Context: an optimization exercise on an open-source flow, tuned for a short achievable clock period and few clock cycles per item. The choices shown serve that exercise and are no tape-out recipe.
The RTL was checked by simulation tests, not by an equivalence proof against the original design.
No run shown here takes its clock network from TritonCTS; it comes from the design's own scripts or RTL.
The clock input has no modelled driver; a real chip could not lean on it and would need a root buffer or a full tree.
Power is estimated from default activity; no workload was simulated.

==> flow/design.v <==
module mem_issue_sched #(
  parameter int NLD = 4,
  parameter int NST = 4
) (
  input  logic        clock,
  input  logic        resetn,
  input  logic        alloc_valid,
  input  logic        alloc_store,
  input  logic [31:0] alloc_address,
  input  logic [31:0] alloc_data,
  input  logic [4:0]  alloc_dst,
  output logic        rs_lok,
  output logic        rs_sok,
  output logic        rs_free,
  output logic        mem_req,
  output logic        mem_we,
  output logic [31:0] mem_addr,
  output logic [31:0] mem_wdata,
  input  logic        mem_ack,
  input  logic [31:0] mem_rdata,
  output logic [63:0] out_databus,
  output logic        write_databus,
  output logic [4:0]  out_dst,
  output logic [31:0] out_dst_data,
  output logic        write_dst
);
  localparam int NQ = NLD + NST + 1;   
  localparam int NU = NLD + NST;
  logic        q_st   [NQ];
  logic [31:0] q_addr [NQ];
  logic [31:0] q_data [NQ];
  logic [4:0]  q_dst  [NQ];
  logic [NQ-1:0]  wp_q, rp_q;          
  logic [NU-1:0]  u_l;                 
  logic [NLD-1:0] ld_l;                
  logic [NST-1:0] st_l;                
  logic           acc_q, acc_ld_q, acc_st_q, xfern_q, clp_q, csp_q;
  logic [NU-1:0]  u;
  logic [NLD-1:0] ld;
  logic [NST-1:0] st;
  logic           lokn_q, sokn_q;      
  logic           cln_q, cs_q;         
  logic        mem_req_q, mem_we_q;
  logic [31:0] mem_addr_q, mem_wdata_q;
  logic        write_databus_q, write_dst_q;
  logic        cmp_st_q, cmp_ld_q;
  logic [31:0] cmp_addr_q, out_dst_data_q;
  logic [4:0]  out_dst_q;
  logic        rs_lok_q, rs_sok_q, rs_free_q;
  logic acc, acc_ld, acc_st, xfer, comp;
  logic ld_full, st_full, free_if_idle;
  logic        cu_st, nx_st;
  logic [31:0] cu_addr, cu_data, nx_addr, nx_data;
  logic [4:0]  cu_dst, nx_dst;
  logic        tk_st, ht_st;
  logic [31:0] tk_addr, tk_data, ht_addr, ht_data;
  always_comb begin
    for (int k = 0; k < NU; k++)
      u[k] = (acc_q && xfern_q) ? ((k == 0) ? 1'b1 : u_l[k-1])
           : (!xfern_q && !acc_q) ? ((k == NU - 1) ? 1'b0 : u_l[k+1])
           : u_l[k];
    for (int k = 0; k < NLD; k++)
      ld[k] = (acc_ld_q && !clp_q) ? ((k == 0) ? 1'b1 : ld_l[k-1])
            : (clp_q && !acc_ld_q) ? ((k == NLD - 1) ? 1'b0 : ld_l[k+1])
            : ld_l[k];
    for (int k = 0; k < NST; k++)
      st[k] = (acc_st_q && !csp_q) ? ((k == 0) ? 1'b1 : st_l[k-1])
            : (csp_q && !acc_st_q) ? ((k == NST - 1) ? 1'b0 : st_l[k+1])
            : st_l[k];
    acc_ld = alloc_valid & ~alloc_store & ~lokn_q;
    acc_st = alloc_valid & alloc_store & ~sokn_q;
    acc    = alloc_valid & (alloc_store ? ~sokn_q : ~lokn_q);
    xfer   = u[0] & mem_ack;
    comp   = ~cln_q | cs_q;
    ld_full = (ld[NLD-1] | (ld[NLD-2] & acc_ld)) & cln_q;
    st_full = (st[NST-1] | (st[NST-2] & acc_st)) & ~cs_q;
    free_if_idle = (~ld[0] & ~st[0]) | (comp & ~ld[1] & ~st[1] & (ld[0] ^ st[0]));
    cu_st   = 1'b0;
    cu_addr = '0;
    cu_data = '0;
    cu_dst  = '0;
    nx_st   = 1'b0;
    nx_addr = '0;
    nx_data = '0;
    nx_dst  = '0;
    for (int i = 0; i < NQ; i++) begin
      if (rp_q[i]) begin
        cu_st   = cu_st   | q_st[i];
        cu_addr = cu_addr | q_addr[i];
        cu_data = cu_data | q_data[i];
        cu_dst  = cu_dst  | q_dst[i];
      end
      if (rp_q[(i + NQ - 1) % NQ]) begin
        nx_st   = nx_st   | q_st[i];
        nx_addr = nx_addr | q_addr[i];
        nx_data = nx_data | q_data[i];
        nx_dst  = nx_dst  | q_dst[i];
      end
    end
    tk_st   = u[1] ? nx_st   : alloc_store;
    tk_addr = u[1] ? nx_addr : alloc_address;
    tk_data = u[1] ? nx_data : alloc_data;
    ht_st   = u[0] ? cu_st   : alloc_store;
    ht_addr = u[0] ? cu_addr : alloc_address;
    ht_data = u[0] ? cu_data : alloc_data;
  end
  always_ff @(posedge clock) begin
    for (int i = 0; i < NQ; i++)
      if (wp_q[i]) begin
        q_st[i]   <= alloc_store;
        q_addr[i] <= alloc_address;
        q_data[i] <= alloc_data;
        q_dst[i]  <= alloc_dst;
      end
  end
  always_ff @(posedge clock) begin
    mem_we_q       <= mem_ack ? tk_st   : ht_st;
    mem_addr_q     <= mem_ack ? tk_addr : ht_addr;
    mem_wdata_q    <= mem_ack ? tk_data : ht_data;
    cmp_st_q       <= cu_st;
    cmp_ld_q       <= ~cu_st;
    cmp_addr_q     <= cu_addr;
    out_dst_q      <= cu_dst;
    out_dst_data_q <= mem_rdata;
  end
  always_ff @(posedge clock) begin
    if (!resetn) begin
      wp_q            <= NQ'(1);
      rp_q            <= NQ'(1);
      u_l             <= '0;
      ld_l            <= '0;
      st_l            <= '0;
      acc_q           <= 1'b0;
      acc_ld_q        <= 1'b0;
      acc_st_q        <= 1'b0;
      xfern_q         <= 1'b1;
      clp_q           <= 1'b0;
      csp_q           <= 1'b0;
      lokn_q          <= 1'b0;
      sokn_q          <= 1'b0;
      cln_q           <= 1'b1;
      cs_q            <= 1'b0;
      mem_req_q       <= 1'b0;
      write_databus_q <= 1'b0;
      write_dst_q     <= 1'b0;
      rs_lok_q        <= 1'b1;
      rs_sok_q        <= 1'b1;
      rs_free_q       <= 1'b1;
    end else begin
      if (acc)  wp_q  <= {wp_q[NQ-2:0], wp_q[NQ-1]};
      if (xfer) rp_q  <= {rp_q[NQ-2:0], rp_q[NQ-1]};
      u_l             <= u;
      ld_l            <= ld;
      st_l            <= st;
      acc_q           <= acc;
      acc_ld_q        <= acc_ld;
      acc_st_q        <= acc_st;
      xfern_q         <= ~xfer;
      clp_q           <= ~cln_q;
      csp_q           <= cs_q;
      lokn_q          <= ld_full;
      sokn_q          <= st_full;
      cln_q           <= ~(xfer & ~cu_st);
      cs_q            <= xfer & cu_st;
      mem_req_q       <= acc | u[1] | (u[0] & ~mem_ack);
      write_databus_q <= xfer;
      write_dst_q     <= xfer & ~cu_st;
      rs_lok_q        <= ~ld_full;
      rs_sok_q        <= ~st_full;
      rs_free_q       <= ~acc & free_if_idle;
    end
  end
  assign rs_lok        = rs_lok_q;
  assign rs_sok        = rs_sok_q;
  assign rs_free       = rs_free_q;
  assign mem_req       = mem_req_q;
  assign mem_we        = mem_we_q;
  assign mem_addr      = mem_addr_q;
  assign mem_wdata     = mem_wdata_q;
  assign write_databus = write_databus_q;
  assign out_databus   = {14'h0, cmp_st_q, cmp_ld_q, 16'h0, cmp_addr_q};
  assign write_dst     = write_dst_q;
  assign out_dst       = out_dst_q;
  assign out_dst_data  = out_dst_data_q;
endmodule
==> flow/flow/run.sh <==
#!/bin/bash
# Standard ORFS layout, except that the clock tree is built by flow/pre_cts.tcl (a shallow,
# balanced two-level tree) instead of TritonCTS. make's output goes to standard.log; each ORFS
# step keeps its own log under orfs/logs.
set -euo pipefail
here=$(pwd)
bash standard.sh PRE_CTS_TCL="$here/flow/pre_cts.tcl" finish > "$here/standard.log" 2>&1
==> flow/flow/mktree.tcl <==
# Manual two-level clock tree: clock port -> NROOT root buffers -> leaf buffers -> flip-flops.
# Leaves come from recursive bisection of the flip-flops by location, roots from bisection of leaves.
proc ct_bisect {items maxn} {
  # items: list of {x y payload}; returns list of groups
  if {[llength $items] <= $maxn} { return [list $items] }
  set xs [lmap it $items {lindex $it 0}]
  set ys [lmap it $items {lindex $it 1}]
  set dx [expr {[tcl::mathfunc::max {*}$xs] - [tcl::mathfunc::min {*}$xs]}]
  set dy [expr {[tcl::mathfunc::max {*}$ys] - [tcl::mathfunc::min {*}$ys]}]
  set idx [expr {$dx >= $dy ? 0 : 1}]
  set s [lsort -real -index $idx $items]
  set h [expr {[llength $s] / 2}]
  return [concat [ct_bisect [lrange $s 0 [expr {$h - 1}]] $maxn] [ct_bisect [lrange $s $h end] $maxn]]
}
proc ct_split {items n} {
  # split into exactly n groups of near-equal size by recursive cuts across the longer side
  if {$n <= 1} { return [list $items] }
  set xs [lmap it $items {lindex $it 0}]
  set ys [lmap it $items {lindex $it 1}]
  set dx [expr {[tcl::mathfunc::max {*}$xs] - [tcl::mathfunc::min {*}$xs]}]
  set dy [expr {[tcl::mathfunc::max {*}$ys] - [tcl::mathfunc::min {*}$ys]}]
  set idx [expr {$dx >= $dy ? 0 : 1}]
  set s [lsort -real -index $idx $items]
  set m [expr {$n / 2}]
  set h [expr {int(round(double([llength $s]) * $m / $n))}]
  return [concat [ct_split [lrange $s 0 [expr {$h - 1}]] $m] [ct_split [lrange $s $h end] [expr {$n - $m}]]]
}
proc ct_centroid {items} {
  set sx 0; set sy 0
  foreach it $items { set sx [expr {$sx + [lindex $it 0]}]; set sy [expr {$sy + [lindex $it 1]}] }
  set n [llength $items]
  return [list [expr {int($sx / $n)}] [expr {int($sy / $n)}]]
}
proc ct_build {leafmax nroot leafcell rootcell} {
  set block [ord::get_db_block]
  set db [ord::get_db]
  set clknet [$block findNet clock]
  set sinks {}
  foreach it [$clknet getITerms] {
    set inst [$it getInst]
    set bb [$inst getBBox]
    lappend sinks [list [expr {([$bb xMin] + [$bb xMax]) / 2}] [expr {([$bb yMin] + [$bb yMax]) / 2}] $it]
  }
  puts "CT sinks [llength $sinks]"
  set lmaster [$db findMaster $leafcell]
  set rmaster [$db findMaster $rootcell]
  set groups [ct_split $sinks [expr {([llength $sinks] + $leafmax - 1) / $leafmax}]]
  puts "CT leaves [llength $groups]"
  set leaves {}
  set i 0
  foreach g $groups {
    set c [ct_centroid $g]
    set inst [odb::dbInst_create $block $lmaster "ctleaf_$i"]
    set w [$lmaster getWidth]
    $inst setLocation [expr {[lindex $c 0] - $w / 2}] [lindex $c 1]
    $inst setPlacementStatus PLACED
    set net [odb::dbNet_create $block "ctleafnet_$i"]
    $net setSigType CLOCK
    foreach s $g { set it [lindex $s 2]; $it disconnect; $it connect $net }
    [$inst findITerm X] connect $net
    lappend leaves [list [lindex $c 0] [lindex $c 1] [$inst findITerm A]]
    incr i
  }
  set rgroups [ct_split $leaves $nroot]
  set j 0
  foreach g $rgroups {
    set c [ct_centroid $g]
    set inst [odb::dbInst_create $block $rmaster "ctroot_$j"]
    $inst setLocation [expr {[lindex $c 0] - [$rmaster getWidth] / 2}] [lindex $c 1]
    $inst setPlacementStatus PLACED
    set net [odb::dbNet_create $block "ctrootnet_$j"]
    $net setSigType CLOCK
    foreach s $g { [lindex $s 2] connect $net }
    [$inst findITerm X] connect $net
    [$inst findITerm A] connect $clknet
    incr j
  }
  $clknet setSigType CLOCK
  puts "CT roots $j"
}
==> flow/flow/mvbuf.tcl <==
# Move each output port's buffer next to the flip-flop that drives it, so the flip-flop drives a
# short wire and the (stronger) buffer drives the long wire to the pin. Detailed placement
# legalises the moved buffers afterwards.
proc ob_move {} {
  set block [ord::get_db_block]
  set n 0
  foreach bt [$block getBTerms] {
    if {[$bt getIoType] ne "OUTPUT"} continue
    set net [$bt getNet]
    if {$net eq "NULL"} continue
    set drv ""
    foreach it [$net getITerms] { if {[$it isOutputSignal]} { set drv $it } }
    if {$drv eq ""} continue
    set buf [$drv getInst]
    set in ""
    foreach it [$buf getITerms] { if {[$it isInputSignal]} { set in $it } }
    if {$in eq ""} continue
    set n2 [$in getNet]
    if {$n2 eq "NULL" || [llength [$n2 getITerms]] != 2} continue
    set src ""
    foreach it [$n2 getITerms] { if {[$it isOutputSignal]} { set src $it } }
    if {$src eq ""} continue
    set ff [$src getInst]
    set loc [$ff getLocation]
    $buf setLocation [expr {[lindex $loc 0] + [[$ff getMaster] getWidth]}] [lindex $loc 1]
    incr n
  }
  puts "moved $n output buffers next to their drivers"
}
==> flow/flow/pre_cts.tcl <==
# Runs before ORFS's CTS step: builds a two-level clock tree by hand (clock port -> 4 root
# buffers -> leaf buffers of at most 26 flip-flops each), moves each output port's buffer next
# to the flip-flop driving it, and turns ORFS's call to clock_tree_synthesis into a no-op, so the
# rest of the step (legalisation, timing repair) runs as usual.
source [file join [file dirname [info script]] mktree.tcl]
source [file join [file dirname [info script]] mvbuf.tcl]
ct_build 26 4 sky130_fd_sc_hd__clkbuf_16 sky130_fd_sc_hd__buf_16
ob_move
proc clock_tree_synthesis {args} { puts "clock_tree_synthesis skipped: manual clock tree built" }
==> flow/standard.sh <==
#!/bin/bash
# synth_recipe.tcl (not shown) runs the flow's synth.tcl, then flattens the netlist and writes it again
# the make line also repeats each setting of config.mk as NAME=value (left out here)
make -C /OpenROAD-flow-scripts/flow DESIGN_CONFIG=/design/flow/config.mk WORK_HOME=/design/flow/orfs CLKGATE_MAP_FILE= SYNTH_SCRIPT=/design/flow/synth_recipe.tcl "${@:-finish}"
==> flow/config.mk <==
export PLATFORM = sky130hd
export DESIGN_NAME = mem_issue_sched
export DESIGN_NICKNAME = mem_issue_sched
export VERILOG_FILES = /design/flow/design.v
export SDC_FILE = /design/flow/constraint.sdc
export NUM_CORES = 4
export LEC_CHECK = 0
export ABC_CLOCK_PERIOD_IN_PS = 1500
export CAP_MARGIN = 20
export CORE_MARGIN = 2
export CORE_UTILIZATION = 40
export SETUP_SLACK_MARGIN = 5
export SLEW_MARGIN = 20
==> flow/constraint.sdc <==
create_clock -name core_clock -period 6.5 [get_ports {clock}]
set_input_delay 1.3000 -clock core_clock [delete_from_list [all_inputs] [get_ports {clock}]]
set_output_delay 1.3000 -clock core_clock [all_outputs]
set_load 0.01 [all_outputs]
==> results of run 1 <==
-- critical path, cell delays in order (launching register included) --
cell and delay [ns]:
dfxtp_2 0.37, inv_2 0.06, ha_4 0.17, mux2_4 0.33, or2_4 0.36, buf_12 0.19
buf_16 0.15, and3_4 0.18, o32ai_2 0.24
-- timing repair --
action                     4_1_cts  5_1_grt
setup endpoints to repair     1366      499
buffers inserted                89       48
pin swaps                       88       90
gates resized for setup       1896      109
gates cloned                   106       20
-- report_power, final --
group          internal (mW)  switching (mW)  leakage, nW  total (mW)
clock network           1.03            1.52        0.445        2.55
logic                  0.936           0.800         7.05        1.74
registers               5.83           0.114         7.34        5.95
total                   7.80            2.43         14.8        10.2
-- registers in the layout, summed over array words and instances, names as in the netlist, 4 cells and up --
signal,flops
q_addr,288
q_data,288
q_dst,45
cmp_addr_q,32
mem_addr_q,32
mem_wdata_q,32
out_dst_data_q,32
q_st,9
rp_q,9
wp_q,9
u_l,8
out_dst_q,5
ld_l,4
st_l,4
-- metal layers --
layer,up-vias,routed length [um],track usage [%]
li1,9683,-,-
met1,12000,42900,34.7
met2,1990,56700,44.4
met3,389,15500,5.42
met4,0,6670,11.6
met5,-,0,0
-- layout by cell type (no fill, tap or decap), types with 8 or more instances in the layout --
cell type	Yosys	layout
nor2_4	0	10
dfxtp_4	0	18
a22o_1	103	103
nand2_1	42	32
buf_12	0	118
a222oi_1	134	134
o21ai_1	1	23
buf_6	7	198
o32ai_2	44	62
or2_4	1	11
nor2_1	108	83
and3_1	46	32
nand3_1	11	10
buf_16	0	119
nor2_2	0	15
conb_1	1	30
and4_1	92	85
edfxtp_1	630	630
mux2i_1	27	25
dfxtp_2	0	142
a22oi_1	203	199
clkbuf_16	0	49
o21ai_4	0	8
dfxtp_1	186	26
o21ai_2	0	38
buf_8	0	24
and3_4	17	31
buf_4	33	46
and4_4	4	11
a221oi_1	101	99
-- cell type report --
cell class | count | share of cell area [%]
repair buffers | 527 | 20.8
well taps | 1060 | 3.02
flip-flops and latches | 816 | 52.2
repair inverters | 2 | 0.0742
inverters | 10 | 0.123
plain buffers | 36 | 2.08
multi-input cells | 1109 | 21.7
diodes | 1 | 0.00571
-- per-stage QoR --
step / hold slack [ns] / cells / utilization (%)
after floorplan: 0.390 / 2144 / -
after global placement: 0.428 / 3261 / 44.7
after detailed placement: 0.423 / 3261 / 44.7
after CTS: 0.439 / 3492 / 53.0
after global routing: 0.482 / 3560 / 54.7
final: 0.465 / 3561 / 54.7
-- cell families after synthesis --
kind of cell / count (synthesis)
flops: 816
compound gates: 695
simple gates: 340
buf+inv: 229
mux: 30
fa+ha+maj: 3
other cells: 1
xor+xnor: 1
-- worst min-delay path by stage --
| stage | slack, ns | to | startpoint | cells after the start |
|---|---|---|---|---|
| finish | 0.47 | rs_lok_q$_SDFF_PN1_ | cln_q$_SDFF_PN1_ | 1 |
| global route | 0.48 | rs_lok_q$_SDFF_PN1_ | cln_q$_SDFF_PN1_ | 1 |
| CTS | 0.44 | rs_lok_q$_SDFF_PN1_ | cln_q$_SDFF_PN1_ | 1 |
| detailed placement | 0.42 | rs_lok_q$_SDFF_PN1_ | cln_q$_SDFF_PN1_ | 1 |
| floorplan | 0.39 | rs_lok_q$_SDFF_PN1_ | cln_q$_SDFF_PN1_ | 1 |
| global placement | 0.43 | rs_lok_q$_SDFF_PN1_ | cln_q$_SDFF_PN1_ | 1 |
==> results.toml, run 1 <==
[outcome]
status = "no timing/DRC/antenna violations"

[detailed_routing]
vias = 24000
detail-route-antenna-nets = 0
routed_wl_um = 122000
drc = 0
first_iter_violations = 4404
dr.pass1.iters = 10
vias_per_cell = 6.75
wl_per_cell_um = 34.2

[setup_path]
critical_path_arrival_ns = 2.43
required_ns = 6.78
r2r_cells = 8
critPathLaunchType = "register"
rr_startpoint = "acc_q$_SDFF_PN0_"
crit_type = "register to register"
reg2reg_slack_ns = 4.35
cp_max_fo = 7
end_kind = "register"
critPathCapture = "mem_addr_q[25]$_DFF_P_"
crit-reg2reg-capture = "mem_addr_q[25]$_DFF_P_"
startpoint = "acc_q$_SDFF_PN0_"

[logic_synthesis]
ys_warn_count = 5
synth_xor_area_share_pct = 0.0272
synth_seq_area_share_pct = 70.3
synth_fa_ha_area_share_pct = 0.117
ys_ff_latch = 816
synth-edff-count = 630
synth_top_flop_cell = "edfxtp_1"
netlist_instances = 2115
syn_avg_cell_area_um2 = 15.2
synth.area.top_cells = "edfxtp_1 59%, dfxtp_1 12%, a22oi_1 4.7%, a222oi_1 4.2%, a22o_1 2.8%"
synth_top_area_cell = "edfxtp_1"
syn_area_um2 = 32200
synth_common_cells = "630 x edfxtp_1, 203 x a22oi_1, 186 x dfxtp_1, 134 x a222oi_1, 108 x nor2_1"
synth.most_common_cell = "edfxtp_1"
netlist.area_leader.share_pct = 58.8
synth_cell_types = 45
yosys.area_share.simple_pct = 6.46
synth_compound_area_share_pct = 18.7
synth_top_family_by_area = "compound AO/OA/AOI/OAI gates"
synthMuxAreaShare_pct = 0.956
async_flop_share_pct = 0

[finish]
drive_gt1_share_pct = 38.4
multi_input_area_um2 = 9510
register_area_um2 = 22900
area.growth.synth_to_final_pct = 36.2
fin_nets = 2611
fill_cells = 6073
stdcell_area_um2 = 43800

[sta]
setup_viol = 0
grt_setup_unrepaired = "true"
timing.setup.tns_ns = 0
drv_slew = 0
finClkSkew_ns = 0.0215
maxSlewHeadroom_pct = 64.0
fin_crit_ns = 2.15
finalHoldViolCount = 0
setup_ws_ns = 4.35
min_period_over_period_pct = 33.0
fmax_mhz = 466
tightest_slew_ns = 0.541

[global_route]
overflow = 0
grt_pass1_vias = 23200
grtUsageTotal_pct = 27.0
grt_pass1_wl_um = 164000
antenna_found_initial = 2
grt_max_degree = 77

[run]
drv_cap = 0

[clock_tree]
clk_pin_slew_ns = 0.10
worstSkewPairLatency_ns = 0.38
hold_buffers = 0

[power]
irDropWorstVdd_v = 0.000172
leakagePower_nw = 14.8
powerDensity_nw_per_um2 = 233
total_power_mw = 10.2

[place]
pre_cts_ws_ns = 3.22
gp_congestion = 0.769
dp_hpwl_um = 45500
place_area_um2 = 35900
port_buffers = 247

[floorplan]
rows = 104
chipWidth_um = 288
core_area_um2 = 80200
die_h_um = 288
initial_core_util_pct = 40.2
die-area_um2 = 82800
io_pins = 278

[hold_path]
hp-class = "register to register"
Testbench counts, summed over its fixed seeds: cycles 3,216, items 3,200.
==> inputs of run 2 (changes only) <==
--- a/flow/design.v
+++ b/flow/design.v
@@ -39,6 +39,7 @@
   logic [NLD-1:0] ld;
   logic [NST-1:0] st;
   logic           lokn_q, sokn_q;      
+  logic           hvn_q, ge2_q;        
   logic           cln_q, cs_q;         
   logic        mem_req_q, mem_we_q;
   logic [31:0] mem_addr_q, mem_wdata_q;
@@ -70,7 +71,7 @@
     acc_ld = alloc_valid & ~alloc_store & ~lokn_q;
     acc_st = alloc_valid & alloc_store & ~sokn_q;
     acc    = alloc_valid & (alloc_store ? ~sokn_q : ~lokn_q);
-    xfer   = u[0] & mem_ack;
+    xfer   = ~hvn_q & mem_ack;
     comp   = ~cln_q | cs_q;
     ld_full = (ld[NLD-1] | (ld[NLD-2] & acc_ld)) & cln_q;
     st_full = (st[NST-1] | (st[NST-2] & acc_st)) & ~cs_q;
@@ -97,12 +98,12 @@
         nx_dst  = nx_dst  | q_dst[i];
       end
     end
-    tk_st   = u[1] ? nx_st   : alloc_store;
-    tk_addr = u[1] ? nx_addr : alloc_address;
-    tk_data = u[1] ? nx_data : alloc_data;
-    ht_st   = u[0] ? cu_st   : alloc_store;
-    ht_addr = u[0] ? cu_addr : alloc_address;
-    ht_data = u[0] ? cu_data : alloc_data;
+    tk_st   = ge2_q ? nx_st   : alloc_store;
+    tk_addr = ge2_q ? nx_addr : alloc_address;
+    tk_data = ge2_q ? nx_data : alloc_data;
+    ht_st   = ~hvn_q ? cu_st   : alloc_store;
+    ht_addr = ~hvn_q ? cu_addr : alloc_address;
+    ht_data = ~hvn_q ? cu_data : alloc_data;
   end
   always_ff @(posedge clock) begin
     for (int i = 0; i < NQ; i++)
@@ -138,6 +139,8 @@
       csp_q           <= 1'b0;
       lokn_q          <= 1'b0;
       sokn_q          <= 1'b0;
+      hvn_q           <= 1'b1;
+      ge2_q           <= 1'b0;
       cln_q           <= 1'b1;
       cs_q            <= 1'b0;
       mem_req_q       <= 1'b0;
@@ -160,6 +163,8 @@
       csp_q           <= cs_q;
       lokn_q          <= ld_full;
       sokn_q          <= st_full;
+      hvn_q           <= ~(acc | u[1] | (u[0] & ~mem_ack));
+      ge2_q           <= u[2] | (u[1] & (acc | ~mem_ack)) | (u[0] & acc & ~mem_ack);
       cln_q           <= ~(xfer & ~cu_st);
       cs_q            <= xfer & cu_st;
       mem_req_q       <= acc | u[1] | (u[0] & ~mem_ack);
==> run 2 against run 1 <==
Net effect:
- critical path type is now register to output pin
- via count is 2.6% higher
- setup slack better by 0.0072 ns
- combinational power is 21% lower
==> results.toml, run 2 <==
[sta]
tightest_slew_ns = 0.578
maxSlewHeadroom_pct = 61.2
finalHoldViolCount = 0
min_period_over_period_pct = 32.9
grt_setup_unrepaired = "true"
timing.hold.ws_ns = 0.469
finClkSkew_ns = 0.0184
setup_viol = 0
fin_crit_ns = 2.14
fmax_mhz = 467
drv_slew = 0
timing.setup.tns_ns = 0

[run]
drv_cap = 0

[setup_path]
reg2reg_slack_ns = 4.71
crit_type = "register to output pin"
cp_max_fo = 1
critPathLaunchType = "register"
r2r_cells = 6
critical_path_arrival_ns = 0.84
critPathMaxStageDelay_ns = 0.34
rr_startpoint = "rp_q[0]$_SDFFE_PN1P_"
required_ns = 5.20
timing.critical_path.buf_inv = 1
crit_chain = "buf_6"
crit-reg2reg-capture = "mem_addr_q[9]$_DFF_P_"
end_kind = "output pin"
cpMaxStageDelayCell = "dfxtp_2"
crit_family = "flip-flops"

[place]
dp_cells = 3508
gp_congestion = 0.802
dp_hpwl_um = 46800
port_buffers = 247

[floorplan]
core_area_um2 = 80300
die-area_um2 = 83200
die_h_um = 288
initial_core_util_pct = 40.3
io_pins = 278
chipWidth_um = 288
rows = 104

[clock_tree]
hold_buffers = 0
clk_pin_slew_ns = 0.10
worstSkewPairLatency_ns = 0.38

[hold_path]
hold_start = "cln_q$_SDFF_PN1_"
hold_end = "rs_lok_q$_SDFF_PN1_"
whs_path_depth = 1
hp-class = "register to register"

[logic_synthesis]
synth-edff-count = 630
synth_common_cells = "630 x edfxtp_1, 461 x a22oi_1, 188 x dfxtp_1, 175 x nand2_1, 112 x buf_2"
synth.most_common_cell = "edfxtp_1"
async_flop_share_pct = 0
synth.area.top_cells = "edfxtp_1 58%, dfxtp_1 12%, a22oi_1 11%, nand2_1 2.0%, nand4_1 1.9%"
synth_seq_area_share_pct = 70.1
synth_cell_types = 43
syn_avg_cell_area_um2 = 13.7
netlist.area_leader.share_pct = 58.4
syn_area_um2 = 32400
ys_ff_latch = 818
ys_warn_count = 5
synth_top_flop_cell = "edfxtp_1"
netlist_instances = 2366
synth_top_area_cell = "edfxtp_1"

[finish]
fill_cells = 6159
register_area_um2 = 22900
insertedDiodeCount = 0
largest_registers = "q_addr (288), q_data (288), q_dst (45)"
drive_gt1_share_pct = 34.5
final_common_cell = "edfxtp_1"
stdcell_count = 3783
multi_input_area_um2 = 10100
final_cell_mix = "630 x edfxtp_1, 454 x a22oi_1, 213 x buf_6, 156 x nand2_1, 140 x dfxtp_2"
fin_nets = 2834
area.growth.synth_to_final_pct = 36.1

[global_route]
overflow = 0
grt_pass1_wl_um = 162000
grtUsageTotal_pct = 26.5
grt_pass1_vias = 23700
grt_max_degree = 72
antenna_found_initial = 1

[power]
irDropWorstVdd_v = 0.000195
leakagePower_nw = 14.6
powerDensity_nw_per_um2 = 223

[detailed_routing]
drc = 0
vias_per_cell = 6.52
wl_per_cell_um = 32.0
dr.pass1.iters = 9
vias = 24700
first_iter_violations = 3613
routed_wl_um = 121000
detail-route-antenna-nets = 0

[outcome]
status = "no timing/DRC/antenna violations"
run 2: cell count changes after synthesis, moves of 64 or more:
cell	before	now
nand4_1	0	98
nand2_1	42	175
a221oi_1	101	5
buf_2	48	112
nor2b_1	2	67
and4_1	92	0
a222oi_1	134	37
a22oi_1	203	461
a22o_1	103	37
run 2: worst max-delay path by stage:
stage / start / to / cells past startpoint
global placement: alloc_store / ge2_q$_SDFF_PN0_ / 6
finish: mem_we_q$_DFF_P_ / mem_we / 1
detailed placement: resetn / ge2_q$_SDFF_PN0_ / 4
CTS: alloc_store / ge2_q$_SDFF_PN0_ / 6
floorplan: alloc_store / ge2_q$_SDFF_PN0_ / 5
global route: mem_addr_q[1]$_DFF_P_ / mem_addr[1] / 1
run 2: final cells by class:
class | count | area share (%)
well taps | 1060 | 3.01
repair buffers | 514 | 19.7
flip-flops and latches | 818 | 52.1
repair inverters | 2 | 0.0739
multi-input cells | 1342 | 23.0
plain buffers | 36 | 2.07
inverters | 11 | 0.131
run 2: through the flow:
step | area [um2] | total power [mW] | setup WS (ns) | util (%)
3_3_place_gp | 36200 | 6.88 | 3.38 | 45.1
3_5_place_dp | 36200 | 6.90 | 3.34 | 45.1
2_1_floorplan | 33500 | 6.48 | 4.28 | -
6_report | 44000 | 9.82 | 4.36 | 54.9
4_1_cts | 42600 | 9.19 | 4.23 | 53.0
5_1_grt | 44000 | 10.1 | 4.33 | 54.9
run 2: power breakdown:
group / switching [mW] / internal, mW / total, mW / leakage, nW
Clock: 1.51 / 1.03 / 2.54 / 0.445
Sequential: 0.0996 / 5.81 / 5.91 / 7.36
Combinational: 0.635 / 0.732 / 1.37 / 6.79
Total: 2.24 / 7.57 / 9.82 / 14.6
run 2: what timing repair did:
action                      CTS  global route
resized for setup          1871           147
setup buffers                82            54
setup endpoints to repair  1329           425
pin swaps                    53            69
gates cloned                 93            10
run 2: kinds of logic after synthesis:
kind of cell	Yosys count	share of synthesized area [%]
AND/OR/NAND/NOR	548	8.33
adder cells (fa/ha/maj)	3	0.116
buffers and inverters	235	3.73
flip-flops	818	70.1
AO/OA/AOI/OAI	745	17.3
multiplexers	16	0.499
other	1	0.0116
run 2: layer usage:
layer  up-vias  share of wire (%)  global-route usage, %
met1     12300                 36                   33.9
met3       346                 12                   4.69
met4         2                5.0                   11.1
li1      10100                  -                      -
met5         -              0.011                      0
met2      1922                 47                   44.5
Testbench counts of run 2, summed over its fixed seeds: cycles 3,216, items 3,200.
==> inputs of run 3 (changes only) <==
--- a/flow/config.mk
+++ b/flow/config.mk
@@ -8,6 +8,6 @@
 export ABC_CLOCK_PERIOD_IN_PS = 1500
 export CAP_MARGIN = 20
 export CORE_MARGIN = 2
-export CORE_UTILIZATION = 40
+export CORE_UTILIZATION = 50
 export SETUP_SLACK_MARGIN = 5
 export SLEW_MARGIN = 20
==> run 3 against run 2 <==
Net effect:
- clock power barely moved
- clock skew up 0.0014 ns
- design area about the same
- first-iteration DRC count fell by 0.33%
- sequential share of layout area about the same
- global-route usage increased by 5.6 points
- setup slack got worse by 0.023 ns
- combinational power barely moved
- critical path type unchanged
- still clean
- register-to-register slack worse by 0.05 ns
==> results.toml, run 3 <==
[detailed_routing]
wl_per_cell_um = 33.0
vias_per_cell = 6.87
vias = 24600
drc = 0
dr.pass1.iters = 7
first_iter_violations = 3601
detail-route-antenna-nets = 0
routed_wl_um = 118000

[clock_tree]
worstSkewPairLatency_ns = 0.38
clk_pin_slew_ns = 0.11
hold_buffers = 0

[setup_path]
critical_path_arrival_ns = 0.86
cpMaxStageDelayCell = "dfxtp_2"
cp_max_fo = 1
critPathMaxStageDelay_ns = 0.36
end_kind = "output pin"
crit_family = "flip-flops"
required_ns = 5.20
crit_type = "register to output pin"
timing.critical_path.buf_inv = 1
critPathLaunchType = "register"
crit_chain = "buf_6"

[logic_synthesis]
synth.most_common_cell = "edfxtp_1"
ys_warn_count = 5
netlist.area_leader.share_pct = 58.4
ys_ff_latch = 818
async_flop_share_pct = 0
synth_cell_types = 43
synth_compound_area_share_pct = 17.3
synth-edff-count = 630
synth_seq_area_share_pct = 70.1
synth_top_flop_cell = "edfxtp_1"
synth.area.top_cells = "edfxtp_1 58%, dfxtp_1 12%, a22oi_1 11%, nand2_1 2.0%, nand4_1 1.9%"
netlist_instances = 2366
syn_avg_cell_area_um2 = 13.7
synth_common_cells = "630 x edfxtp_1, 461 x a22oi_1, 188 x dfxtp_1, 175 x nand2_1, 112 x buf_2"
yosys.area_share.simple_pct = 8.33
synth_top_family_by_area = "compound AO/OA/AOI/OAI gates"
synth_top_area_cell = "edfxtp_1"
synthMuxAreaShare_pct = 0.499
syn_area_um2 = 32400
synth_fa_ha_area_share_pct = 0.116
synth_xor_area_share_pct = 0

[sta]
grt_setup_unrepaired = "true"
maxSlewHeadroom_pct = 55.1
drv_slew = 0
finalHoldViolCount = 0
fmax_mhz = 462
finClkSkew_ns = 0.0198
fin_crit_ns = 2.16
setup_ws_ns = 4.34
setup_viol = 0
tightest_slew_ns = 0.674
min_period_over_period_pct = 33.3
timing.setup.tns_ns = 0

[floorplan]
core_area_um2 = 64200
initial_core_util_pct = 50.4
io_pins = 278
die-area_um2 = 66800
die_h_um = 258
chipWidth_um = 258
rows = 93

[finish]
final_common_cell = "edfxtp_1"
fin_nets = 2839
area.growth.synth_to_final_pct = 36.0
final_util_pct = 68.6
drive_gt1_share_pct = 35.9
final_cell_mix = "630 x edfxtp_1, 434 x a22oi_1, 208 x buf_6, 155 x nand2_1, 141 x dfxtp_2"
largest_registers = "q_addr (288), q_data (288), q_dst (45)"

[hold_path]
hp-class = "register to register"

[global_route]
met2_usage_pct = 53.4
grt_pass1_wl_um = 159000
grt_max_degree = 75
use_met1_pct = 43.2
grtUsageTotal_pct = 32.2
grt_util_met3_pct = 5.13
overflow = 0
antenna_found_initial = 0
grt_pass1_vias = 23500
top_usage_layer = "met2"

[power]
leakagePower_nw = 14.7
powerDensity_nw_per_um2 = 223
irDropWorstVdd_v = 0.000161

[outcome]
status = "no timing/DRC/antenna violations"

[place]
pre_cts_ws_ns = 3.37
port_buffers = 247
dp_hpwl_um = 44700
gp_congestion = 0.812

[run]
drv_cap = 0
[run 3: cell families after synthesis]
family / after synthesis
simple gates: 548
mux: 16
flops: 818
other cells: 1
compound gates: 745
fa+ha+maj: 3
buf+inv: 235
[run 3: worst reg2reg max path, delay by kind of cell (launching register included)]
family	cells	cell delay, ns
buffers and inverters	2	0.29
and+or+nand+nor	2	0.50
DFF	1	0.43
AOI/OAI and AO/OA	2	0.49
[run 3: metal layers]
metal,vias to the layer above,routed length [um]
met1,12400,43900
met4,0,4630
met3,295,12800
li1,10200,-
met5,-,0
met2,1737,56800
[run 3: power breakdown]
group          total, mW  switching [mW]  internal, mW
Combinational       1.37           0.631         0.737
Clock               2.53            1.50          1.03
Sequential          5.92           0.102          5.82
Total               9.82            2.24          7.58
[run 3: final cells by class]
class,instances,area (um2)
Timing Repair Buffer,519,8820
Timing Repair inverter,2,32.5
Tap cell,855,1070
Antenna cell,2,5.00
Buffer,36,911
Fill cell,4220,20200
Sequential cell,818,22900
Multi-Input combinational cell,1342,10200
Inverter,11,57.6
[run 3: timing repair]
item / in CTS / in global routing
gates cloned: 90 / 17
pin swaps: 65 / 87
setup buffers: 86 / 49
resized for setup: 1855 / 201
endpoints found under the hold margin: 0 / 0
setup endpoints to repair: 1359 / 367
[run 3: per-stage QoR]
step           cells  instance area (um2)  power (mW)  hold WS (ns)
2_1_floorplan   2395                33500        6.48         0.390
3_3_place_gp    3305                35900        6.87         0.423
4_1_cts         3517                42300        9.16         0.427
3_5_place_dp    3305                35900        6.89         0.431
5_1_grt         3583                44000        10.1         0.469
6_report        3585                44000        9.82         0.453
[run 3: final timing paths]
check	from	endpoint	slack, ns	cells past startpoint
setup / recovery	mem_req_q$_SDFF_PN0_	mem_req	4.34	1
hold / removal	cln_q$_SDFF_PN1_	rs_lok_q$_SDFF_PN1_	0.45	1
setup reg to reg	rp_q[0]$_SDFFE_PN1P_	mem_addr_q[27]$_DFF_P_	4.66	6
hold reg to reg	cln_q$_SDFF_PN1_	rs_lok_q$_SDFF_PN1_	0.45	1
==> inputs of run 4 (changes only) <==
--- a/flow/flow/mktree.tcl
+++ b/flow/flow/mktree.tcl
@@ -31,6 +31,14 @@
   set n [llength $items]
   return [list [expr {int($sx / $n)}] [expr {int($sy / $n)}]]
 }
+proc ct_out {inst} {
+  foreach it [$inst getITerms] { if {[$it isOutputSignal]} { return $it } }
+  error "no output on [$inst getName]"
+}
+proc ct_in {inst} {
+  foreach it [$inst getITerms] { if {[$it isInputSignal]} { return $it } }
+  error "no input on [$inst getName]"
+}
 proc ct_build {leafmax nroot leafcell rootcell} {
   set block [ord::get_db_block]
   set db [ord::get_db]
@@ -57,8 +65,8 @@
     set net [odb::dbNet_create $block "ctleafnet_$i"]
     $net setSigType CLOCK
     foreach s $g { set it [lindex $s 2]; $it disconnect; $it connect $net }
-    [$inst findITerm X] connect $net
-    lappend leaves [list [lindex $c 0] [lindex $c 1] [$inst findITerm A]]
+    [ct_out $inst] connect $net
+    lappend leaves [list [lindex $c 0] [lindex $c 1] [ct_in $inst]]
     incr i
   }
   set rgroups [ct_split $leaves $nroot]
@@ -71,8 +79,8 @@
     set net [odb::dbNet_create $block "ctrootnet_$j"]
     $net setSigType CLOCK
     foreach s $g { [lindex $s 2] connect $net }
-    [$inst findITerm X] connect $net
-    [$inst findITerm A] connect $clknet
+    [ct_out $inst] connect $net
+    [ct_in $inst] connect $clknet
     incr j
   }
   $clknet setSigType CLOCK
==> flow/flow/pre_cts.tcl (replaced) <==
# Runs before ORFS's CTS step: builds a two-level clock tree by hand (clock port -> 4 root
# inverters -> leaf inverters of at most 26 flip-flops each; two inversions, so the flip-flops
# see the clock's own polarity), moves each output port's buffer next to the flip-flop driving
# it, and turns ORFS's calls to repair_clock_inverters and clock_tree_synthesis into no-ops (the
# first would clone the leaf inverters per flip-flop), so the rest of the step (legalisation,
# timing repair) runs as usual.
source [file join [file dirname [info script]] mktree.tcl]
source [file join [file dirname [info script]] mvbuf.tcl]
ct_build 26 4 sky130_fd_sc_hd__inv_16 sky130_fd_sc_hd__inv_16
ob_move
proc repair_clock_inverters {args} { puts "repair_clock_inverters skipped: manual clock tree built" }
proc clock_tree_synthesis {args} { puts "clock_tree_synthesis skipped: manual clock tree built" }
--- a/flow/config.mk
+++ b/flow/config.mk
@@ -8,6 +8,6 @@
 export ABC_CLOCK_PERIOD_IN_PS = 1500
 export CAP_MARGIN = 20
 export CORE_MARGIN = 2
-export CORE_UTILIZATION = 50
+export CORE_UTILIZATION = 40
 export SETUP_SLACK_MARGIN = 5
 export SLEW_MARGIN = 20
==> run 4 against run 3 <==
Net effect:
- first-iteration DRC count down 4.6%
- design area down 0.20%
- area after synthesis unchanged
- setup slack better by 0.096 ns
- global-route usage down 5.4 points
- sequential power about the same
- final cell count up 5.0%
- register-to-register slack worse by 0.06 ns
==> results.toml, run 4 <==
[sta]
min_period_over_period_pct = 31.8
drv_slew = 0
timing.setup.tns_ns = 0
tightest_slew_ns = 0.574
fin_crit_ns = 2.07
fmax_mhz = 483
maxSlewHeadroom_pct = 61.5
timing.hold.ws_ns = 0.468
setup_viol = 0
grt_setup_unrepaired = "true"
finClkSkew_ns = 0.0123
finalHoldViolCount = 0

[finish]
insertedDiodeCount = 0
fin_nets = 2817
final_cell_mix = "630 x edfxtp_1, 449 x a22oi_1, 197 x buf_6, 154 x nand2_1, 141 x dfxtp_2"
drive_gt1_share_pct = 34.5
largest_registers = "q_addr (288), q_data (288), q_dst (45)"
stdcell_count = 3766
stdcell_area_um2 = 44000
final_common_cell = "edfxtp_1"
area.growth.synth_to_final_pct = 35.8

[logic_synthesis]
synth_common_cells = "630 x edfxtp_1, 461 x a22oi_1, 188 x dfxtp_1, 175 x nand2_1, 112 x buf_2"
synth.most_common_cell = "edfxtp_1"
ys_ff_latch = 818
synth.area.top_cells = "edfxtp_1 58%, dfxtp_1 12%, a22oi_1 11%, nand2_1 2.0%, nand4_1 1.9%"
synth_cell_types = 43
netlist_instances = 2366
ys_warn_count = 5
syn_avg_cell_area_um2 = 13.7
synth-edff-count = 630
syn_area_um2 = 32400
async_flop_share_pct = 0
netlist.area_leader.share_pct = 58.4
synth_top_flop_cell = "edfxtp_1"
synth_seq_area_share_pct = 70.1
synth_top_area_cell = "edfxtp_1"

[place]
place_area_um2 = 36200
dp_hpwl_um = 46800
dp_cells = 3508
port_buffers = 247
gp_congestion = 0.802

[power]
p_switching_mw = 2.68
leakagePower_nw = 14.6
intPower_mw = 6.93
seqPwrFrac_pct = 61.6
irDropWorstVdd_v = 0.000268
combPwrFrac_pct = 14.6
clkPwrFrac_pct = 23.8
powerDensity_nw_per_um2 = 219
swShare_pct = 27.9

[detailed_routing]
first_iter_violations = 3434
dr.pass1.iters = 9
detail-route-antenna-nets = 0
wl_per_cell_um = 32.1
vias_per_cell = 6.49
drc = 0
vias = 24500
routed_wl_um = 121000

[floorplan]
io_pins = 278
die_h_um = 288
chipWidth_um = 288
initial_core_util_pct = 40.3
die-area_um2 = 83200
core_area_um2 = 80300
rows = 104

[clock_tree]
hold_buffers = 0
clk_pin_slew_ns = 0.09
worstSkewPairLatency_ns = 0.23

[global_route]
overflow = 0
grt_max_degree = 72
grt_pass1_wl_um = 164000
antenna_found_initial = 0
grtUsageTotal_pct = 26.8
grt_pass1_vias = 23800

[setup_path]
crit-reg2reg-capture = "mem_addr_q[25]$_DFF_P_"
cp_max_fo = 4
end_kind = "register"
required_ns = 6.63
crit_type = "input port to register"
critPathLaunchType = "input port"
critical_path_arrival_ns = 2.20
r2r_cells = 6
reg2reg_slack_ns = 4.60
rr_startpoint = "rp_q[0]$_SDFFE_PN1P_"

[hold_path]
hp-class = "register to register"
hold_end = "rs_lok_q$_SDFF_PN1_"
hold_start = "cln_q$_SDFF_PN1_"
whs_path_depth = 1

[run]
drv_cap = 0

[outcome]
status = "no timing/DRC/antenna violations"
==> run 4: worst max-delay path, stage by stage <==
cell	delay (ns)
buf_12	0.11
nor2b_4	0.13
o21ai_1	0.12
buf_4	0.16
o21bai_1	0.08
a311o_1	0.29
==> run 4: routing by layer <==
metal / vias to the layer above / track usage [%] / part of all wire (%)
met3: 346 / 4.90 / 12
met5: - / 0 / 0
met2: 1722 / 45.1 / 47
li1: 10100 / - / -
met1: 12300 / 34.5 / 36
met4: 0 / 9.97 / 4.7
==> run 4: repair_timing <==
action / CTS / global route
hold endpoints to repair: 0 / 0
endpoints found under the setup margin: 1329 / 445
gates cloned: 102 / 11
setup buffers: 78 / 31
gates resized for setup: 1856 / 179
pin swaps: 61 / 98
==> run 4: cell families (layout without fill, tap and decap cells) <==
| logic type | Yosys count | after routing | synth area share (%) |
|---|---|---|---|
| DFF | 818 | 818 | 70.1 |
| AOI/OAI and AO/OA | 745 | 745 | 17.3 |
| and+or+nand+nor | 548 | 549 | 8.33 |
| buffers and inverters | 235 | 545 | 3.73 |
| muxes | 16 | 16 | 0.499 |
| adders and majority gates | 3 | 3 | 0.116 |
| other | 1 | 30 | 0.0116 |
==> run 4: worst max path at each step <==
stage / start / endpoint / slack (ns) / depth (start not counted)
2_1_floorplan: alloc_store / ge2_q$_SDFF_PN0_ / 4.28 / 5
3_3_place_gp: alloc_store / ge2_q$_SDFF_PN0_ / 3.38 / 6
3_5_place_dp: resetn / ge2_q$_SDFF_PN0_ / 3.34 / 4
4_1_cts: alloc_store / ge2_q$_SDFF_PN0_ / 4.23 / 6
5_1_grt: alloc_store / ge2_q$_SDFF_PN0_ / 4.39 / 6
6_report: alloc_store / ge2_q$_SDFF_PN0_ / 4.43 / 6
==> run 4: cell type report <==
class	count	area [um2]
sequential	818	22900
fill	6126	36300
timing repair buffer	496	8660
tap	1060	1330
timing repair inverter	2	32.5
inverter	47	778
multi-input combinational	1343	10200
==> run 4: per-stage QoR <==
stage | setup WS [ns] | utilization [%] | total power [mW]
4_1_cts | 4.23 | 52.9 | 9.07
3_5_place_dp | 3.34 | 45.1 | 6.90
2_1_floorplan | 4.28 | - | 6.48
5_1_grt | 4.39 | 54.7 | 9.90
6_report | 4.43 | 54.7 | 9.61
3_3_place_gp | 3.38 | 45.1 | 6.88
==> run 4: power by group through the flow <==
stage               registers (mW)  clock network, mW  logic (mW)
global placement              6.08                  0       0.798
detailed placement            6.09                  0       0.814
floorplan                     6.06                  0       0.415
CTS                           6.04               1.78        1.25
global route                  5.93               2.51        1.46
finish                        5.92               2.29        1.40
==> inputs of run 5 (changes only) <==
--- a/flow/design.v
+++ b/flow/design.v
@@ -30,11 +30,13 @@
   logic [31:0] q_addr [NQ];
   logic [31:0] q_data [NQ];
   logic [4:0]  q_dst  [NQ];
-  logic [NQ-1:0]  wp_q, rp_q;          
+  logic [NQ-1:0]  rp_q;                
+  logic [NQ-1:0]  wp_l;                
   logic [NU-1:0]  u_l;                 
   logic [NLD-1:0] ld_l;                
   logic [NST-1:0] st_l;                
   logic           acc_q, acc_ld_q, acc_st_q, xfern_q, clp_q, csp_q;
+  logic [NQ-1:0]  wp;
   logic [NU-1:0]  u;
   logic [NLD-1:0] ld;
   logic [NST-1:0] st;
@@ -56,6 +58,7 @@
   logic        tk_st, ht_st;
   logic [31:0] tk_addr, tk_data, ht_addr, ht_data;
   always_comb begin
+    wp = acc_q ? {wp_l[NQ-2:0], wp_l[NQ-1]} : wp_l;
     for (int k = 0; k < NU; k++)
       u[k] = (acc_q && xfern_q) ? ((k == 0) ? 1'b1 : u_l[k-1])
            : (!xfern_q && !acc_q) ? ((k == NU - 1) ? 1'b0 : u_l[k+1])
@@ -107,7 +110,7 @@
   end
   always_ff @(posedge clock) begin
     for (int i = 0; i < NQ; i++)
-      if (wp_q[i]) begin
+      if (wp[i]) begin
         q_st[i]   <= alloc_store;
         q_addr[i] <= alloc_address;
         q_data[i] <= alloc_data;
@@ -126,7 +129,7 @@
   end
   always_ff @(posedge clock) begin
     if (!resetn) begin
-      wp_q            <= NQ'(1);
+      wp_l            <= NQ'(1);
       rp_q            <= NQ'(1);
       u_l             <= '0;
       ld_l            <= '0;
@@ -150,7 +153,7 @@
       rs_sok_q        <= 1'b1;
       rs_free_q       <= 1'b1;
     end else begin
-      if (acc)  wp_q  <= {wp_q[NQ-2:0], wp_q[NQ-1]};
+      wp_l            <= wp;
       if (xfer) rp_q  <= {rp_q[NQ-2:0], rp_q[NQ-1]};
       u_l             <= u;
       ld_l            <= ld;
==> run 5 against run 4 <==
Net effect:
- core utilization grew 2.3 points
- flip-flop and latch count is the same
- hold slack gained 0.024 ns
- still clean on timing, DRC and antenna
- clock skew grew 0.0020 ns
==> results.toml, run 5 <==
[setup_path]
crit_family = "flip-flops"
end_kind = "output pin"
cp_max_fo = 1
crit_chain = "buf_6"
crit_type = "register to output pin"
timing.critical_path.buf_inv = 1
critical_path_arrival_ns = 0.70
critPathMaxStageDelay_ns = 0.34
cpMaxStageDelayCell = "dfxtp_2"
critPathLaunchType = "register"
required_ns = 5.20

[floorplan]
core_area_um2 = 80400
chipWidth_um = 289
initial_core_util_pct = 40.3
rows = 104
io_pins = 278
die-area_um2 = 83400
die_h_um = 289

[place]
gp_congestion = 0.791
port_buffers = 247
pre_cts_ws_ns = 3.53
dp_cells = 3492
dp_hpwl_um = 45100

[logic_synthesis]
ys_ff_latch = 818
synth_top_area_cell = "edfxtp_1"
netlist.area_leader.share_pct = 58.3
synth.most_common_cell = "edfxtp_1"
syn_avg_cell_area_um2 = 13.8
ys_warn_count = 5
synth_seq_area_share_pct = 69.9
synth.area.top_cells = "edfxtp_1 58%, dfxtp_1 12%, a22oi_1 11%, nand4_1 1.9%, nand2_1 1.8%"
syn_area_um2 = 32400
synth_common_cells = "630 x edfxtp_1, 461 x a22oi_1, 188 x dfxtp_1, 156 x nand2_1, 107 x buf_2"
synth_top_flop_cell = "edfxtp_1"
synth-edff-count = 630
async_flop_share_pct = 0
synth_cell_types = 42
netlist_instances = 2357

[sta]
tightest_slew_ns = 0.620
grt_setup_unrepaired = "true"
finalHoldViolCount = 0
fin_crit_ns = 2.00
timing.setup.tns_ns = 0
setup_ws_ns = 4.50
drv_slew = 0
maxSlewHeadroom_pct = 58.6
fmax_mhz = 500
min_period_over_period_pct = 30.8
finClkSkew_ns = 0.0143
setup_viol = 0

[finish]
area.growth.synth_to_final_pct = 41.5
drive_gt1_share_pct = 38.5
fill_cells = 5958
largest_registers = "q_addr (288), q_data (288), q_dst (45)"
final_common_cell = "edfxtp_1"
insertedDiodeCount = 0
final_cell_mix = "630 x edfxtp_1, 434 x a22oi_1, 202 x buf_6, 149 x nand2_1, 135 x dfxtp_2"
fin_nets = 2921
stdcell_count = 3870

[global_route]
overflow = 0
grt_util_met3_pct = 7.50
grtUsageTotal_pct = 29.5
grt_max_degree = 71
antenna_found_initial = 1
grt_pass1_vias = 24900
top_usage_layer = "met2"
met2_usage_pct = 46.5
grt_pass1_wl_um = 179000
use_met1_pct = 37.5

[power]
leakagePower_nw = 15.5
powerDensity_nw_per_um2 = 221
irDropWorstVdd_v = 0.000256

[detailed_routing]
wl_per_cell_um = 36.1
vias = 26400
detail-route-antenna-nets = 0
routed_wl_um = 140000
vias_per_cell = 6.83
first_iter_violations = 4769
dr.pass1.iters = 8
drc = 0

[clock_tree]
worstSkewPairLatency_ns = 0.24
clk_pin_slew_ns = 0.09

[hold_path]
hp-class = "register to register"

[outcome]
status = "no timing/DRC/antenna violations"

[run]
drv_cap = 0
run 5: cell count changes after synthesis, sizes merged, moves of 2 or more:
cell,change
mux2i,-3
nor2,+4
buf,-13
nand2,-19
a21oi,-5
o21ai,-2
and2,+5
clkbuf,+11
or2,+2
nor3,+2
mux2,+13
run 5: timing repair:
item,in CTS,in global routing
endpoints found under the hold margin,0,0
pin swaps,94,113
setup buffers,117,51
hold buffers,0,0
resized for setup,1920,253
endpoints found under the setup margin,1590,619
cloned,130,44
run 5: kinds of logic (layout without fill, tap and decap cells):
logic type | count (synthesis) | count (layout) | share of synthesized area [%]
mux | 26 | 53 | 0.868
flops | 818 | 818 | 69.9
fa+ha+maj | 3 | 3 | 0.116
other cells | 1 | 30 | 0.0116
simple gates | 539 | 539 | 8.22
buf+inv | 232 | 629 | 3.70
compound gates | 738 | 738 | 17.1
run 5: worst reg2reg max path, stage by stage (launching register included):
cell and delay (ns):
dfxtp_4 0.40, buf_12 0.15, buf_12 0.15, a222oi_1 0.44, nand3_1 0.21, nor3_2 0.22
o32ai_2 0.13
run 5: per-stage QoR:
step                      area [um2]  total power, mW  utilization (%)  hold slack, ns
after floorplan                33100             6.62                -           0.404
after global placement         35900             7.10             44.6           0.466
after detailed placement       35900             7.13             44.6           0.474
after CTS                      43500             9.45             54.0           0.479
after global routing           45900             10.4             57.1           0.503
final                          45900             10.1             57.1           0.492
run 5: cell type report:
class | instances | area, um2 | area share [%]
inverter | 46 | 774 | 1.69
timing repair inverter | 2 | 32.5 | 0.0709
sequential | 818 | 22900 | 49.9
timing repair buffer | 581 | 10000 | 21.9
multi-input combinational | 1363 | 10800 | 23.6
tap | 1060 | 1330 | 2.89
run 5: path summary, 6_finish.rpt:
check | startpoint | end | slack, ns | depth (start not counted)
max | cmp_addr_q[30]$_DFF_P_ | out_databus[30] | 4.50 | 1
max reg2reg | rp_q[0]$_SDFFE_PN1P_ | mem_addr_q[18]$_DFF_P_ | 4.67 | 6
min | q_dst[3][0]$_DFFE_PP_ | out_dst_q[0]$_DFF_P_ | 0.49 | 2
min reg2reg | q_dst[3][0]$_DFFE_PP_ | out_dst_q[0]$_DFF_P_ | 0.49 | 2
run 5: power by group:
part | internal (mW) | total [mW] | switching [mW] | leakage, nW
registers | 5.87 | 6.00 | 0.127 | 7.36
logic | 0.931 | 1.80 | 0.873 | 7.75
clock network | 0.362 | 2.33 | 1.97 | 0.352
run 5: metal layers:
layer  wire [um]  share of wire (%)
met5          14              0.010
met4        9580                6.9
met3       20400                 15
met2       62700                 45
met1       47000                 34
Testbench counts of run 5, summed over its fixed seeds: cycles 3,216, items 3,200.
==> inputs of run 6 (changes only) <==
--- a/flow/config.mk
+++ b/flow/config.mk
@@ -9,5 +9,5 @@
 export CAP_MARGIN = 20
 export CORE_MARGIN = 2
 export CORE_UTILIZATION = 40
-export SETUP_SLACK_MARGIN = 5
+export SETUP_SLACK_MARGIN = 4.5
 export SLEW_MARGIN = 20
==> run 6 against run 5 <==
Net effect:
- critical path depth stayed put
- power is 7.3% lower
- final cell count is 7.1% lower
- clock skew is 0.0012 ns higher
- core utilization is 10 points lower
- largest power group unchanged
- setup slack worse by 0.051 ns
- flip-flop and latch count stayed put
- die area stayed put
- still clean on timing, DRC and antenna
- hold slack worse by 0.023 ns
- register-to-register slack worse by 0.13 ns
- clock power is 3% lower
- synthesized cell count stayed put
==> results.toml, run 6 <==
[logic_synthesis]
ys_warn_count = 5
netlist.area_leader.share_pct = 58.3
netlist_instances = 2357
synth-edff-count = 630
synth_seq_area_share_pct = 69.9
synth.area.top_cells = "edfxtp_1 58%, dfxtp_1 12%, a22oi_1 11%, nand4_1 1.9%, nand2_1 1.8%"
ys_ff_latch = 818
synth_top_flop_cell = "edfxtp_1"
synth.most_common_cell = "edfxtp_1"
synth_cell_types = 42
syn_avg_cell_area_um2 = 13.8
syn_area_um2 = 32400
synth_top_area_cell = "edfxtp_1"
synth_common_cells = "630 x edfxtp_1, 461 x a22oi_1, 188 x dfxtp_1, 156 x nand2_1, 107 x buf_2"
async_flop_share_pct = 0

[clock_tree]
worstSkewPairLatency_ns = 0.24
clk_pin_slew_ns = 0.09
hold_buffers = 0

[setup_path]
crit-reg2reg-capture = "mem_we_q$_DFF_P_"
crit_chain = "clkbuf_2"
timing.critical_path.buf_inv = 1
rr_startpoint = "rp_q[6]$_SDFFE_PN0P_"
critPathMaxStageDelay_ns = 0.31
end_kind = "output pin"
critPathLaunchType = "register"
cp_max_fo = 1
crit_type = "register to output pin"
reg2reg_slack_ns = 4.54
required_ns = 5.20
cpMaxStageDelayCell = "dfxtp_1"
crit_family = "flip-flops"
r2r_cells = 5
critical_path_arrival_ns = 0.75

[place]
dp_cells = 3500
gp_congestion = 0.786
dp_hpwl_um = 47400
port_buffers = 247
pre_cts_ws_ns = 3.29

[floorplan]
chipWidth_um = 289
io_pins = 278
die_h_um = 289
core_area_um2 = 80400
initial_core_util_pct = 40.3
rows = 104
die-area_um2 = 83400

[finish]
final_cell_mix = "630 x edfxtp_1, 461 x a22oi_1, 153 x nand2_1, 125 x dfxtp_1, 98 x nand4_1"
multi_input_area_um2 = 9420
register_area_um2 = 22800
stdcell_count = 3597
area.growth.synth_to_final_pct = 16.4
fill_cells = 6849
largest_registers = "q_addr (288), q_data (288), q_dst (45)"
drive_gt1_share_pct = 20.0
final_common_cell = "edfxtp_1"
fin_nets = 2645

[sta]
setup_viol = 0
tightest_slew_ns = 0.726
finalHoldViolCount = 0
drv_slew = 0
fin_crit_ns = 2.05
fmax_mhz = 487
timing.setup.tns_ns = 0
timing.hold.ws_ns = 0.468
grt_setup_unrepaired = "true"
setup_ws_ns = 4.45
maxSlewHeadroom_pct = 51.6
finClkSkew_ns = 0.0156
min_period_over_period_pct = 31.6

[global_route]
grt_pass1_wl_um = 144000
antenna_found_initial = 13
overflow = 0
grtUsageTotal_pct = 23.0
grt_pass1_vias = 22200
grt_max_degree = 89

[detailed_routing]
vias_per_cell = 6.31
detail-route-antenna-nets = 0
wl_per_cell_um = 28.5
routed_wl_um = 103000
drc = 0
vias = 22700
dr.pass1.iters = 7
first_iter_violations = 3062

[run]
drv_cap = 0

[hold_path]
whs_path_depth = 1
hold_end = "rs_lok_q$_SDFF_PN1_"
hp-class = "register to register"
hold_start = "cln_q$_SDFF_PN1_"

[power]
powerDensity_nw_per_um2 = 249
irDropWorstVdd_v = 0.000295
leakagePower_nw = 12.0

[outcome]
status = "no timing/DRC/antenna violations"
[run 6: cell counts after synthesis]
Identical to the previous run, type by type.
[run 6: power breakdown]
group | internal (mW) | switching (mW)
Combinational | 0.491 | 0.644
Clock | 0.361 | 1.91
Sequential | 5.86 | 0.122
[run 6: worst reg2reg max path, delay by kind of cell (launching register included)]
family	cells	cell delay, ns
buffers and inverters	1	0.43
AOI/OAI and AO/OA	2	0.41
and+or+nand+nor	2	0.36
DFF	1	0.68
[run 6: worst max path at each step]
stage                                 start                      to  slack, ns  cells past startpoint
detailed placement                  mem_ack        cln_q$_SDFF_PN1_       3.29                      5
global placement                    mem_ack        cln_q$_SDFF_PN1_       3.33                      5
finish              mem_wdata_q[28]$_DFF_P_           mem_wdata[28]       4.45                      1
floorplan                           mem_ack   mem_addr_q[5]$_DFF_P_       4.46                      4
global route        mem_wdata_q[28]$_DFF_P_           mem_wdata[28]       4.43                      1
CTS                                 mem_ack  mem_addr_q[13]$_DFF_P_       4.24                      5
[run 6: layout make-up]
type	count	area share, %
flip-flops and latches	818	60.4
multi-input cells	1337	25.0
repair buffers	332	9.11
well taps	1060	3.51
inverters	46	2.02
repair inverters	1	0.0199
diodes	3	0.0199
[run 6: routing by layer]
layer / global-route usage (%) / vias up / routed length (um)
met5: 0 / - / 55
met2: 39.3 / 1374 / 49800
met4: 7.96 / 10 / 3710
met3: 3.48 / 237 / 9410
met1: 30.0 / 11400 / 39700
li1: - / 9704 / -
[run 6: timing repair]
item	CTS	global route
endpoints found under the hold margin	0	0
cloned	13	1
pin swaps	19	1
setup buffers	31	13
resized for setup	644	578
endpoints found under the setup margin	1313	444
[run 6: cells by family (layout without fill, tap and decap cells)]
group | Yosys count | count (layout) | share of synthesized area (%)
AOI/OAI and AO/OA | 738 | 738 | 17.1
adders and majority gates | 3 | 3 | 0.116
buffers and inverters | 232 | 379 | 3.70
DFF | 818 | 818 | 69.9
muxes | 26 | 27 | 0.868
other | 1 | 33 | 0.0116
and+or+nand+nor | 539 | 539 | 8.22
[run 6: through the flow]
step	instance area, um2	util [%]	power (mW)
after floorplan	33000	-	6.62
after global placement	35800	44.5	7.11
after detailed placement	35800	44.5	7.13
after CTS	37600	46.7	8.94
after global routing	37800	46.9	9.74
final	37800	47.0	9.39
==> inputs of run 7 (changes only) <==
--- a/flow/config.mk
+++ b/flow/config.mk
@@ -8,6 +8,6 @@
 export ABC_CLOCK_PERIOD_IN_PS = 1500
 export CAP_MARGIN = 20
 export CORE_MARGIN = 2
-export CORE_UTILIZATION = 40
-export SETUP_SLACK_MARGIN = 4.5
+export CORE_UTILIZATION = 48
+export SETUP_SLACK_MARGIN = 5
 export SLEW_MARGIN = 20
==> run 7 against run 6 <==
Net effect:
- flip-flop and latch count unchanged
- sequential power about the same
- clock skew increased by 0.0022 ns
- setup slack improved by 0.050 ns
- critical path depth unchanged
- synthesized cell count unchanged
- combinational power increased by about 60%
- critical endpoint is now mem_wdata[14]
- highest routed layer is now met4
==> results.toml, run 7 <==
[outcome]
status = "no timing/DRC/antenna violations"

[global_route]
grt_pass1_vias = 24800
grtUsageTotal_pct = 34.8
overflow = 0
grt_pass1_wl_um = 176000
grt_max_degree = 67
antenna_found_initial = 2

[power]
powerDensity_nw_per_um2 = 222
irDropWorstVdd_v = 0.000283
leakagePower_nw = 15.4

[logic_synthesis]
synth.area.top_cells = "edfxtp_1 58%, dfxtp_1 12%, a22oi_1 11%, nand4_1 1.9%, nand2_1 1.8%"
ys_warn_count = 5
synth_seq_area_share_pct = 69.9
netlist.area_leader.share_pct = 58.3
ys_ff_latch = 818
synth_common_cells = "630 x edfxtp_1, 461 x a22oi_1, 188 x dfxtp_1, 156 x nand2_1, 107 x buf_2"
synth.most_common_cell = "edfxtp_1"
async_flop_share_pct = 0
syn_avg_cell_area_um2 = 13.8
synth-edff-count = 630
syn_area_um2 = 32400
netlist_instances = 2357
synth_top_flop_cell = "edfxtp_1"
synth_top_area_cell = "edfxtp_1"
synth_cell_types = 42

[finish]
largest_registers = "q_addr (288), q_data (288), q_dst (45)"
final_cell_mix = "630 x edfxtp_1, 404 x a22oi_1, 194 x buf_6, 145 x nand2_1, 131 x dfxtp_2"
final_util_pct = 68.0
area.growth.synth_to_final_pct = 40.6
stdcell_count = 3666
stdcell_area_um2 = 45600
fin_nets = 2902
final_common_cell = "edfxtp_1"
drive_gt1_share_pct = 40.5

[setup_path]
crit_chain = "buf_6"
cpMaxStageDelayCell = "dfxtp_2"
cp_max_fo = 1
critPathLaunchType = "register"
crit_cells = 1
end_kind = "output pin"
critical_path_arrival_ns = 0.70
required_ns = 5.20
timing.critical_path.buf_inv = 1
r2r_cells = 5
critPathMaxStageDelay_ns = 0.34
crit_type = "register to output pin"
crit_family = "flip-flops"

[detailed_routing]
wl_per_cell_um = 37.4
dr.pass1.iters = 9
routed_wl_um = 137000
drc = 0
detail-route-antenna-nets = 0
first_iter_violations = 4887
vias_per_cell = 7.19
vias = 26400

[floorplan]
chipWidth_um = 264
io_pins = 278
rows = 95
die_h_um = 264
initial_core_util_pct = 48.4
die-area_um2 = 69700
core_area_um2 = 67000

[sta]
finalHoldViolCount = 0
fin_crit_ns = 2.00
fmax_mhz = 499
finClkSkew_ns = 0.0178
drv_slew = 0
maxSlewHeadroom_pct = 54.8
timing.hold.ws_ns = 0.485
grt_setup_unrepaired = "true"
setup_viol = 0
tightest_slew_ns = 0.672
min_period_over_period_pct = 30.8
timing.setup.tns_ns = 0

[place]
gp_congestion = 0.795
dp_hpwl_um = 43500
port_buffers = 247
dp_cells = 3308
place_area_um2 = 35600

[hold_path]
whs_path_depth = 2
hp-class = "register to register"

[run]
drv_cap = 0

[clock_tree]
hold_buffers = 0
worstSkewPairLatency_ns = 0.24
clk_pin_slew_ns = 0.09
[run 7: changes by cell type in the layout (fill, tap and decap cells not counted), moves of 26 or more]
cell,delta
buf_12,+96
o21ai_2,+31
buf_6,+112
a22oi_2,+57
dfxtp_2,+80
buf_2,-72
clkbuf_2,-33
mux2_4,+26
dfxtp_1,-85
buf_4,+36
buf_16,+108
a22oi_1,-57
o21ai_1,-26
clkdlybuf4s50_1,-32
[run 7: area by class of cell]
cell class              count  area (um2)
repair inverters            2        32.5
flip-flops and latches    818       22900
fillers                  4322       21400
multi-input cells        1366       11200
inverters                  46         774
well taps                 873        1090
diodes                      2        5.00
repair buffers            559        9580
[run 7: worst paths after layout]
kind | start | endpoint | slack (ns)
max | mem_wdata_q[14]$_DFF_P_ | mem_wdata[14] | 4.50
min | q_dst[4][3]$_DFFE_PP_ | out_dst_q[3]$_DFF_P_ | 0.49
min reg2reg | q_dst[4][3]$_DFFE_PP_ | out_dst_q[3]$_DFF_P_ | 0.49
max reg2reg | acc_ld_q$_SDFF_PN0_ | rs_free_q$_SDFF_PN1_ | 4.58
[run 7: power breakdown]
group          internal (mW)  leakage (nW)  switching (mW)
logic                  0.928          7.70           0.889
registers               5.87          7.36           0.124
clock network          0.362         0.352            1.96
total                   7.16          15.4            2.97
[run 7: logic make-up after synthesis]
family	Yosys count	share of synthesized area (%)
AOI/OAI and AO/OA	738	17.1
adders and majority gates	3	0.116
buffers and inverters	232	3.70
DFF	818	69.9
muxes	26	0.868
other	1	0.0116
and+or+nand+nor	539	8.22
[run 7: metal layers]
| layer | vias to the layer above | share of wire, % | track usage, % |
|---|---|---|---|
| met2 | 2385 | 45 | 54.4 |
| met3 | 591 | 14 | 9.05 |
| met4 | 0 | 7.7 | 21.0 |
| li1 | 10300 | - | - |
| met5 | - | 0 | 0 |
| met1 | 13000 | 33 | 43.8 |
[run 7: worst min-delay path: cells and delay by family (launching register included)]
family	cells	cell delay, ns
simple gates	1	0.06
compound gates	1	0.05
flops	1	0.34
[run 7: timing repair]
item                       in CTS  in global routing
gates cloned                  134                 29
resized for setup            1978                270
setup buffers                  99                 58
setup endpoints to repair    1587                643
hold endpoints to repair        0                  0
pin swaps                      95                112
[run 7: through the flow]
step                setup WS (ns)  total power [mW]
floorplan                    4.48              6.62
global placement             3.37              7.09
detailed placement           3.34              7.11
CTS                          4.35              9.46
global route                 4.48              10.4
finish                       4.50              10.1

[re-timing with driven ports]
The flow's constraints put no driver on any port. The routed layouts listed below were extracted and timed again, unchanged, in two steps.
Step 1, drivers: a clkbuf_16 drives clock and a buf_2 each remaining input, both assumed.
Step 2 moves the port delays by t, midway between the first and last clock arrival at a register: inputs arrive t later, outputs are due t later. That takes back most of the time a late clock gives input paths.
a / b / c = ideal ports / drivers / drivers and shift; a / b = the first two.
run	shift t [ns]	slack for setup (ns)	worst hold slack (ns)	worst setup path at the end	pins driven straight from the clock port
run 1	0.532	4.352 / 4.123 / 3.591	0.465 / 0.465 / 0.465	input to register	4
run 2	0.526	4.359 / 4.203 / 3.915	0.469 / 0.469 / 0.469	input to register	4
run 3	0.522	4.336 / 4.180 / 3.674	0.453 / 0.453 / 0.453	input to register	4
run 4	0.482	4.431 / 4.219 / 3.955	0.468 / 0.469 / 0.469	input to register	4
run 5	0.488	4.498 / 4.187 / 3.699	0.492 / 0.493 / 0.493	input to register	4
run 6	0.476	4.447 / 4.200 / 3.859	0.468 / 0.470 / 0.470	input to register	4
run 7	0.483	4.497 / 3.725 / 3.242	0.485 / 0.487 / 0.487	input to register	4
After both steps setup and hold are still met in every run listed. For run 7, which loses most, drivers alone change the setup slack by -0.772 ns; drivers and shift together by -1.255 ns.
